This design comes from an exercise in tuning for small area on the open sky130 flow, not from production work.
Only simulation tests tie the RTL to the original design; equivalence was not proved.
Power figures rest on the tool's default switching activity, not on a simulated workload.

==> design.v <==
package regfile_pkg;
   localparam int DATA_W   = 32;
   localparam int ADDR_W   = 5;
   localparam int NUM_REGS = 2 ** ADDR_W;
   typedef logic [ADDR_W-1:0] reg_addr_t;
   typedef logic [DATA_W-1:0] reg_data_t;
   localparam reg_addr_t ZERO_REG = 5'd0;
endpackage
module regfile_read_port
(
   input  regfile_pkg::reg_addr_t addr,
   input  logic [regfile_pkg::NUM_REGS-1:0][regfile_pkg::DATA_W-1:0] regs,
   output regfile_pkg::reg_data_t data
);
   always_comb data = (addr == regfile_pkg::ZERO_REG) ? '0 : regs[addr];
endmodule
module register_file
(
   input  logic      clk,
   input  logic      rst,
   input  regfile_pkg::reg_addr_t rs,
   input  regfile_pkg::reg_addr_t ra,
   input  regfile_pkg::reg_addr_t we,
   input  regfile_pkg::reg_data_t writeData,
   input  logic      write,
   output regfile_pkg::reg_data_t readDatars,
   output regfile_pkg::reg_data_t readDatara
);
   logic [regfile_pkg::NUM_REGS-1:0][regfile_pkg::DATA_W-1:0] regs;
   always_ff @(posedge clk or negedge rst)
      if (!rst) begin
         for (int i = 0; i < regfile_pkg::NUM_REGS; i++) regs[i] <= '0;
      end
      else if (write && we != regfile_pkg::ZERO_REG) regs[we] <= writeData;
   regfile_read_port portRs (
      .addr(rs),
      .regs(regs),
      .data(readDatars)
   );
   regfile_read_port portRa (
      .addr(ra),
      .regs(regs),
      .data(readDatara)
   );
endmodule
==> run.sh <==
#!/bin/bash
# synth_recipe.tcl (not shown) runs the flow's synth.tcl, then flattens the netlist and writes it again
# the make line also repeats each setting of config.mk as NAME=value (left out here)
make -C /OpenROAD-flow-scripts/flow DESIGN_CONFIG=/design/flow/config.mk WORK_HOME=/design/flow/orfs CLKGATE_MAP_FILE= SYNTH_SCRIPT=/design/flow/synth_recipe.tcl finish
==> config.mk <==
export PLATFORM = sky130hd
export DESIGN_NAME = register_file
export DESIGN_NICKNAME = register_file
export VERILOG_FILES = /design/flow/design.v
export SDC_FILE = /design/flow/constraint.sdc
export NUM_CORES = 4
export LEC_CHECK = 0
export CAP_MARGIN = 20
export CORE_MARGIN = 2
export CORE_UTILIZATION = 40
export SLEW_MARGIN = 20
==> constraint.sdc <==
create_clock -name core_clock -period 6.0 [get_ports {clk}]
set_input_delay 1.2000 -clock core_clock [delete_from_list [all_inputs] [get_ports {clk}]]
set_output_delay 1.2000 -clock core_clock [all_outputs]
set_load 0.01 [all_outputs]
==> run_results.csv, run 1 <==
group,metric,value,unit
critical_path,path_class,"in -> out",
drt,dr.pass1.iters,7,
min_path,hold_class,"reg -> reg",
synthesis,synth.avg_cell_area,15.1,µm²
synthesis,synth-seq-cells,1024,
finish,top_regs,"regs x1024",
drt,initialDrtViolationCount,3309,
die,pin_count,114,
clocking,post-cts-setup-buffers,0,
timing,finalHoldViolations,0,
drt,drt-wirelength-per-cell,32.4,µm
synthesis,synth_fp_nets,3656,
synthesis,synth_area,0.0546,mm²
finish,drive_gt1_frac,0.509,
power_and_ir_drop,p_leak,26.7,nW
timing,slew_viol_final,0,
grt,grt_pass1_wl,259,mm
clocking,htreeDepth,3,
timing,finalCriticalPeriod,5.42,ns
timing,fmax,185,MHz
finish,multi_input_area,0.0273,mm²
synthesis,yosysSeqAreaShare,0.470,
clocking,clkTransAtPathRegs,0.06,ns
drt,drt-total-wl,176,mm
finish,layout.area.seq,0.0256,mm²
finish,top_register,"regs",
die,die_h,373,µm
power_and_ir_drop,irDropWorstVdd,0.277,mV
critical_path,critPathLaunchType,"primary input",
finish,final_area,0.0620,mm²
clocking,cts_tree,"built",
clocking,clockBufferDepth,3,
placement,gp_congestion,0.804,
synthesis,ys_types,51,
drt,drc_errors,0,
finish,fillers,11900,
synthesis,synth_cells,3604,
critical_path,crit_required,4.80,ns
clocking,cts.sinks,1024,
run_status,outcome,"finished clean",
grt,gr-usage-all-layers,0.251,
finish,area_delta_synth_final,13.7,%
clocking,cts_resized,0,
placement,postPlaceCellArea,0.0580,mm²
grt,antenna_found_initial,6,
timing,max_slew_margin,0.233,
synthesis,ys_warn_count,2,
timing,worst_pin_slew,1.15,ns
timing,finalClockSkew,0,ns
clocking,cts_hold_buf,0,
timing,grt_setup_unrepaired,"no",
drt,ant_nets,0,
die,row_count,135,
clocking,clock-root-buffer,"clkbuf_16",
critical_path,end_kind,"output port",
timing,finalCritPeriodShare,0.903,
die,initial_core_util,0.403,
clocking,cts_made_buffers,116,
drt,num_vias,34900,
die,dieArea,0.139,mm²
die,die_w,373,µm
critical_path,critPathMaxFanout,23,
die,core,0.135,mm²
grt,grt_max_degree,142,
placement,dpl.hpwl,103,mm
timing,setup_viol,0,
grt,first_global_vias,35600,
power_and_ir_drop,powerDensity,369,mW/mm²
clocking,clk_latency,0.71,ns
finish,final_nets,3608,
job,max_cap_violations,0,
finish,largest_reg_flops,1024,
drt,vias_per_cell,6.42,
critical_path,crit_arrival,4.22,ns
timing,timing.setup.tns,0,ns
grt,globalRouteOverflowTotal,0,
placement,portBuffers,113,
==> worst max-delay path, stage by stage <==
cell,delay (ns)
buf_4,0.46
buf_4,0.42
and2_2,0.22
buf_4,0.36
a22oi_1,0.13
a31oi_1,0.65
clkdlybuf4s50_1,0.68
==> where the power goes <==
group          internal [W]  switching (W)  leakage (nW)  total, W
logic               0.00327        0.00190          11.5   0.00518
registers           0.00871        0.00137          13.2    0.0101
clock network       0.00460        0.00302          2.03   0.00762
==> Yosys cell counts, drive strengths merged <==
| library cell | number | area, µm² |
|---|---|---|
| o31ai | 1 | 12.5 |
| a311oi | 32 | 280 |
| ha | 2 | 25.0 |
| a211oi | 32 | 240 |
| nor3 | 5 | 45.0 |
| nand3 | 5 | 25.0 |
| nand2 | 34 | 128 |
| nor2b | 37 | 231 |
| o2111ai | 21 | 184 |
| nor2 | 20 | 75.1 |
| a21boi | 1 | 7.51 |
| nor3b | 2 | 20.0 |
| or2 | 3 | 18.8 |
| nand2b | 5 | 31.3 |
| mux2i | 192 | 1920 |
| inv | 6 | 22.5 |
| clkbuf | 245 | 920 |
| a22oi | 64 | 480 |
| nand3b | 2 | 15.0 |
| nor4 | 1 | 6.26 |
| and2 | 2 | 12.5 |
| and3b | 3 | 26.3 |
| buf | 183 | 911 |
| dfrtp | 1024 | 25600 |
| a21o | 1 | 7.51 |
| mux2 | 1024 | 11800 |
| a221oi | 47 | 412 |
| or4 | 2 | 18.8 |
| a21bo | 1 | 10.0 |
| a221o | 32 | 320 |
| and3 | 1 | 6.26 |
| mux4 | 448 | 10100 |
| nand4 | 7 | 43.8 |
| or3 | 1 | 6.26 |
| nor4b | 1 | 8.76 |
| xnor2 | 1 | 8.76 |
| a31oi | 32 | 200 |
| a21oi | 3 | 15.0 |
| o21ai | 81 | 409 |
==> layer usage <==
metal,vias up,wire [µm],global-route usage
li1,14000,-,-
met1,19200,75200,0.352
met5,-,22,0
met3,287,12500,0.0468
met2,1470,83200,0.401
met4,4,5080,0.0689
==> layout by cell type (no fill, tap or decap), types with 4 or more instances in the layout <==
cell	synthesis	final
nor2b_1	37	32
a311oi_1	32	32
clkbuf_16	0	117
a221o_1	32	32
a221oi_1	47	47
mux2i_1	192	192
nor2_4	0	15
mux4_2	448	448
clkbuf_8	0	32
mux2_1	28	28
clkinvlp_4	0	4
o2111ai_1	21	21
o21ai_0	79	79
clkbuf_1	245	20
buf_8	0	5
dfrtp_1	1024	1024
buf_2	131	17
nor2b_4	0	5
buf_4	4	109
mux2_4	60	60
nand2_1	34	34
nor3_4	0	4
a31oi_1	32	32
inv_1	6	4
a211oi_1	32	32
a22oi_1	64	64
bufinv_16	0	15
clkdlybuf4s50_1	0	89
nand4_1	7	7
nand3_4	0	4
mux2_2	936	936
buf_12	0	41
clkinv_2	0	23
==> layout make-up <==
| type | instances | share of cell area |
|---|---|---|
| Antenna cell | 1 | 0.0000403 |
| Clock buffer | 169 | 0.0555 |
| Clock inverter | 47 | 0.0105 |
| Inverter | 6 | 0.000444 |
| Multi-Input combinational cell | 2146 | 0.441 |
| Sequential cell | 1024 | 0.413 |
| Tap cell | 1781 | 0.0359 |
| Timing Repair Buffer | 262 | 0.0436 |
==> metrics by stage <==
stage                     worst slack (ns)  hold slack, ns  utilization  total power [W]  cells
after global placement               0.633           0.377        0.428           0.0152   5218
after detailed placement             0.621           0.383        0.428           0.0153   5219
after global routing                 0.521           0.407        0.458           0.0239   5436
after floorplan                       1.81           0.441            -           0.0136   3604
after CTS                            0.595           0.397        0.458           0.0230   5435
final                                0.582           0.397        0.458           0.0229   5436
==> cells by family (layout without fill, tap and decap cells) <==
kind of cell,count (synthesis),after routing,share of synthesized area
AO/OA/AOI/OAI,348,348,0.0472
XOR/XNOR,1,1,0.000161
adder cells (fa/ha/maj),2,2,0.000458
buffers and inverters,434,484,0.0340
flip-flops,1024,1024,0.470
multiplexers,1664,1664,0.435
other,0,1,0
AND/OR/NAND/NOR,131,131,0.0132
==> path summary, 6_finish.rpt <==
kind / start / to / slack, ns / cells after the start
worst max-delay path: ra[1] / readDatara[14] / 0.58 / 7
worst min-delay path: regs[29] / regs[29] / 0.40 / 0
worst max register to register: regs[60] / regs[60] / 5.19 / 1
worst min register to register: regs[29] / regs[29] / 0.40 / 0
max in group asynchronous: rst / regs[461] / 4.03 / 2
min in group asynchronous: rst / regs[416] / 0.49 / 1
==> run 2, diff against run 1 <==
==> design.v (replaced) <==
package regfile_pkg;
   localparam int DATA_W   = 32;
   localparam int ADDR_W   = 5;
   localparam int NUM_REGS = 2 ** ADDR_W;
   typedef logic [ADDR_W-1:0] reg_addr_t;
   typedef logic [DATA_W-1:0] reg_data_t;
   localparam reg_addr_t ZERO_REG = 5'd0;
endpackage
module regfile_aoi222
(
   input  logic [2:0] s,
   input  logic [2:0] x,
   output logic       y
);
   assign y = ~|(s & x);
endmodule
module regfile_read_bit
(
   input  logic [regfile_pkg::NUM_REGS-1:1] sel,
   input  logic [regfile_pkg::NUM_REGS-1:1] d,
   output logic q
);
   logic [10:0] y;
   for (genvar g = 0; g < 10; g++) begin : grp
      regfile_aoi222 aoi (.s(sel[3*g+3:3*g+1]), .x(d[3*g+3:3*g+1]), .y(y[g]));
   end
   assign y[10] = ~(sel[31] & d[31]);
   assign q = ~&y;
endmodule
module regfile_read_port
(
   input  regfile_pkg::reg_addr_t addr,
   input  logic [regfile_pkg::NUM_REGS-1:1][regfile_pkg::DATA_W-1:0] regs,
   input  logic [regfile_pkg::NUM_REGS-1:1] valid,
   output regfile_pkg::reg_data_t data
);
   logic [regfile_pkg::NUM_REGS-1:1] sel;
   always_comb
      for (int i = 1; i < regfile_pkg::NUM_REGS; i++)
         sel[i] = (addr == i[regfile_pkg::ADDR_W-1:0]) & valid[i];
   for (genvar b = 0; b < regfile_pkg::DATA_W; b++) begin : bit_
      logic [regfile_pkg::NUM_REGS-1:1] d;
      for (genvar i = 1; i < regfile_pkg::NUM_REGS; i++) begin : reg_
         assign d[i] = regs[i][b];
      end
      regfile_read_bit rb (.sel(sel), .d(d), .q(data[b]));
   end
endmodule
module regfile_hold
(
   input  logic en,
   input  logic enb,
   input  logic wd,
   input  logic q,
   output logic d
);
   assign d = (en & wd) | (enb & q);
endmodule
module register_file
(
   input  logic      clk,
   input  logic      rst,
   input  regfile_pkg::reg_addr_t rs,
   input  regfile_pkg::reg_addr_t ra,
   input  regfile_pkg::reg_addr_t we,
   input  regfile_pkg::reg_data_t writeData,
   input  logic      write,
   output regfile_pkg::reg_data_t readDatars,
   output regfile_pkg::reg_data_t readDatara
);
   logic [regfile_pkg::NUM_REGS-1:1][regfile_pkg::DATA_W-1:0] regs;
   logic [regfile_pkg::NUM_REGS-1:1][regfile_pkg::DATA_W-1:0] regs_d;
   logic [regfile_pkg::NUM_REGS-1:1] valid;
   logic [regfile_pkg::NUM_REGS-1:1] wen;
   logic [regfile_pkg::NUM_REGS-1:1] wenb;
   always_comb
      for (int i = 1; i < regfile_pkg::NUM_REGS; i++) begin
         wen[i]  = write && (we == i[regfile_pkg::ADDR_W-1:0]);
         wenb[i] = !wen[i];
      end
   always_ff @(posedge clk or negedge rst)
      if (!rst) valid <= '0;
      else valid <= valid | wen;
   for (genvar i = 1; i < regfile_pkg::NUM_REGS; i++) begin : row
      for (genvar b = 0; b < regfile_pkg::DATA_W; b++) begin : col
         regfile_hold h (.en(wen[i]), .enb(wenb[i]), .wd(writeData[b]), .q(regs[i][b]), .d(regs_d[i][b]));
      end
   end
   always_ff @(posedge clk) regs <= regs_d;
   regfile_read_port portRs (.addr(rs), .regs(regs), .valid(valid), .data(readDatars));
   regfile_read_port portRa (.addr(ra), .regs(regs), .valid(valid), .data(readDatara));
endmodule
--- a/config.mk
+++ b/config.mk
@@ -8,4 +8,6 @@
 export CAP_MARGIN = 20
 export CORE_MARGIN = 2
-export CORE_UTILIZATION = 40
+export CORE_UTILIZATION = 55
 export SLEW_MARGIN = 20
+export SYNTH_HIERARCHICAL = 1
+export SYNTH_MINIMUM_KEEP_SIZE = 0
==> run_results.csv, run 2 <==
group,metric,value,unit
critical_path,path_class,"in -> out",
critical_path,path_cells,"clkdlybuf4s50_1 -> and3b_2 -> and3_2 -> buf_12 -> a222oi_1 -> nand4_1 -> a2111o_1 -> clkdlybuf4s50_1",
min_path,hold_class,"reg -> reg",
timing,finalCritPeriodShare,1.01,
power_and_ir_drop,powerDensity,391,mW/mm²
finish,fillers,5256,
critical_path,path_buf_inv,3,
die,die_h,270,µm
die,die_w,270,µm
clocking,cts.sinks,1023,
critical_path,crit_required,4.80,ns
placement,dp_cells,4374,
timing,grt_setup_unrepaired,"no",
placement,portBuffers,113,
drt,ant_nets,0,
finish,final_nets,3590,
synthesis,netlist.top_cell.by_area,"dfxtp_1",
critical_path,cpMostUsedCell,"clkdlybuf4s50_1",
clocking,cts_tree,"built",
drt,drt-total-wl,196,mm
grt,grt_pass1_wl,275,mm
timing,finalHoldViolations,0,
die,pin_count,114,
grt,grt_max_degree,33,
synthesis,netlist_top_cells_count,"a22o_1 (992), dfxtp_1 (992), a222oi_1 (640)",
die,core,0.0700,mm²
critical_path,crit_arrival,4.84,ns
placement,postPlaceCellArea,0.0435,mm²
synthesis,synth_area,0.0389,mm²
timing,setup_viol,3,
placement,gp_congestion,0.952,
clocking,cts_hold_buf,0,
grt,globalRouteOverflowTotal,0,
critical_path,cpPeakStageDelay,0.60,ns
power_and_ir_drop,p_leak,19.6,nW
grt,antenna_found_initial,14,
finish,instances_no_fill,4573,
clocking,cts_made_buffers,102,
die,row_count,97,
drt,drc_errors,0,
critical_path,critPathTopFamily,"buffers and inverters",
clocking,clk_latency,0.69,ns
synthesis,synth_fp_nets,3193,
timing,fmax,165,MHz
synthesis,ys_warn_count,8,
clocking,cts_resized,0,
timing,finalCriticalPeriod,6.04,ns
drt,dr.pass1.iters,17,
critical_path,critPathLaunchType,"primary input",
critical_path,slowest_stage,"clkdlybuf4s50_1",
job,max_cap_violations,0,
finish,layout_common_cells,"a22o_1 (992), dfxtp_1 (992), a222oi_1 (640), buf_4 (153), nand4_1 (129)",
clocking,clockBufferDepth,3,
clocking,htreeDepth,3,
run_status,outcome,"complete, but fails checks",
synthesis,yosys-top-cells-area,"dfxtp_1 (51%), a22o_1 (22%), a222oi_1 (16%), nand4_1 (2.1%), dfrtp_1 (2.0%)",
finish,area_delta_synth_final,20.9,%
power_and_ir_drop,power,0.0184,W
timing,timing.setup.tns,-0.0933,ns
critical_path,critPathMaxFanout,17,
timing,finalClockSkew,0,ns
synthesis,synth_edf_count,0,
clocking,clock-root-buffer,"clkbuf_16",
synthesis,async_flop_share,0.0303,
synthesis,synth_cells,3143,
grt,gr-usage-all-layers,0.508,
finish,top_register,"regs",
die,dieArea,0.0729,mm²
finish,top_regs,"regs x992, valid x31",
drt,drt-wirelength-per-cell,42.9,µm
synthesis,synth.avg_cell_area,12.4,µm²
synthesis,synth_flop_cell,"dfxtp_1",
synthesis,ys_types,32,
finish,final_area,0.0470,mm²
finish,largest_reg_flops,992,
drt,num_vias,41300,
synthesis,synth-seq-cells,1023,
grt,first_global_vias,39800,
timing,worst_slack,-0.0434,ns
placement,dpl.hpwl,113,mm
clocking,clkTransAtPathRegs,0.07,ns
drt,initialDrtViolationCount,12900,
power_and_ir_drop,irDropWorstVdd,0.255,mV
critical_path,end_kind,"output port",
timing,slew_viol_final,0,
synthesis,synth_top_area_share,0.510,
clocking,post-cts-setup-buffers,0,
timing,max_slew_margin,0.0820,
die,initial_core_util,0.556,
timing,worst_pin_slew,1.38,ns
run_status,violations,"setup timing",
finish,drive_gt1_frac,0.122,
synthesis,yosysSeqAreaShare,0.530,
drt,vias_per_cell,9.04,
[run 2: through the flow]
step	hold WS, ns	setup WS [ns]	util
after floorplan	0.433	2.07	-
after global placement	0.445	0.182	0.619
after detailed placement	0.451	0.154	0.620
after CTS	0.465	0.215	0.671
after global routing	0.479	0.0267	0.671
final	0.468	-0.0434	0.672
[run 2: worst paths after layout]
| path | from | to | slack (ns) | cells past startpoint |
|---|---|---|---|---|
| worst min register to register | valid[23] | valid[23] | 0.47 | 1 |
| worst min-delay path | valid[23] | valid[23] | 0.47 | 1 |
| max in group asynchronous | rst | valid[5] | 4.76 | 2 |
| worst max-delay path | ra[0] | readDatara[25] | -0.04 | 8 |
| worst max register to register | regs[985] | regs[985] | 5.23 | 1 |
| min in group asynchronous | rst | valid[30] | 0.91 | 2 |
[run 2: Yosys stat by module (local to each module, per instance)]
module | cells | times used
register_file | 1161 | 1
regfile_aoi222 | 1 | 640
regfile_read_bit | 4 | 64
regfile_read_port | 47 | 2
regfile_hold | 1 | 992
[run 2: layout make-up]
cell class	instances	area [µm²]	share of cell area
clock buffer	153	3140	0.0667
tap	940	1180	0.0250
timing repair buffer	314	3240	0.0689
multi-input combinational	2099	18400	0.392
sequential	1023	20600	0.439
clock inverter	37	389	0.00827
antenna	7	17.5	0.000372
[run 2: cells by family after synthesis]
logic type | share of synthesized area
and+or+nand+nor | 0.0547
buffers and inverters | 0.00276
DFF | 0.530
AOI/OAI and AO/OA | 0.412
[run 2: routing by layer]
metal  vias to the layer above  share of wire  global-route usage
met5                         -         0.0011             0.00789
met1                     19800           0.33               0.607
met3                      1350           0.18               0.249
li1                      15500              -                   -
met4                        22          0.083               0.345
met2                      4656           0.40               0.715
[run 2: power by group]
part | switching [W] | internal (W) | leakage [nW] | total, W
clock network | 0.00283 | 0.00391 | 1.76 | 0.00675
registers | 0.00116 | 0.00816 | 8.61 | 0.00932
logic | 0.00107 | 0.00124 | 9.18 | 0.00231
total | 0.00507 | 0.0133 | 19.6 | 0.0184

## port drivers added, routing unchanged
In the flow no input, the clock included, has a driving cell. The finished layouts below were timed again as built, in two steps. Step 1 (the two cells are an assumption about what drives the block):
set clk [get_ports {clk}]
set_driving_cell -lib_cell sky130_fd_sc_hd__clkbuf_16 $clk
set_driving_cell -lib_cell sky130_fd_sc_hd__buf_2 [delete_from_list [all_inputs] $clk]
Step 2 moves the port delays by t, midway between the first and last clock arrival at a register: inputs arrive t later, outputs are due t later. That takes back most of the time a late clock gives input paths. Slacks: no drivers / after step 1 / after step 2; pairs: no drivers / after step 1.
| run | t (ns) | setup WS [ns] | hold slack, ns | worst register clock-pin slew, ns | worst data-port slew with drivers (ns) |
|---|---|---|---|---|---|
| run 1 | 0.773 | 0.582 / 0.552 / 0.552 | 0.397 / 0.397 / 0.397 | 0.06 / 0.06 | 0.15 |
| run 2 | 0.757 | -0.043 / -0.075 / -0.075 | 0.468 / 0.468 / 0.468 | 0.07 / 0.07 | 0.08 |
For run 2, which loses most, drivers alone change the setup slack by -0.032 ns; drivers and shift together by -0.032 ns.
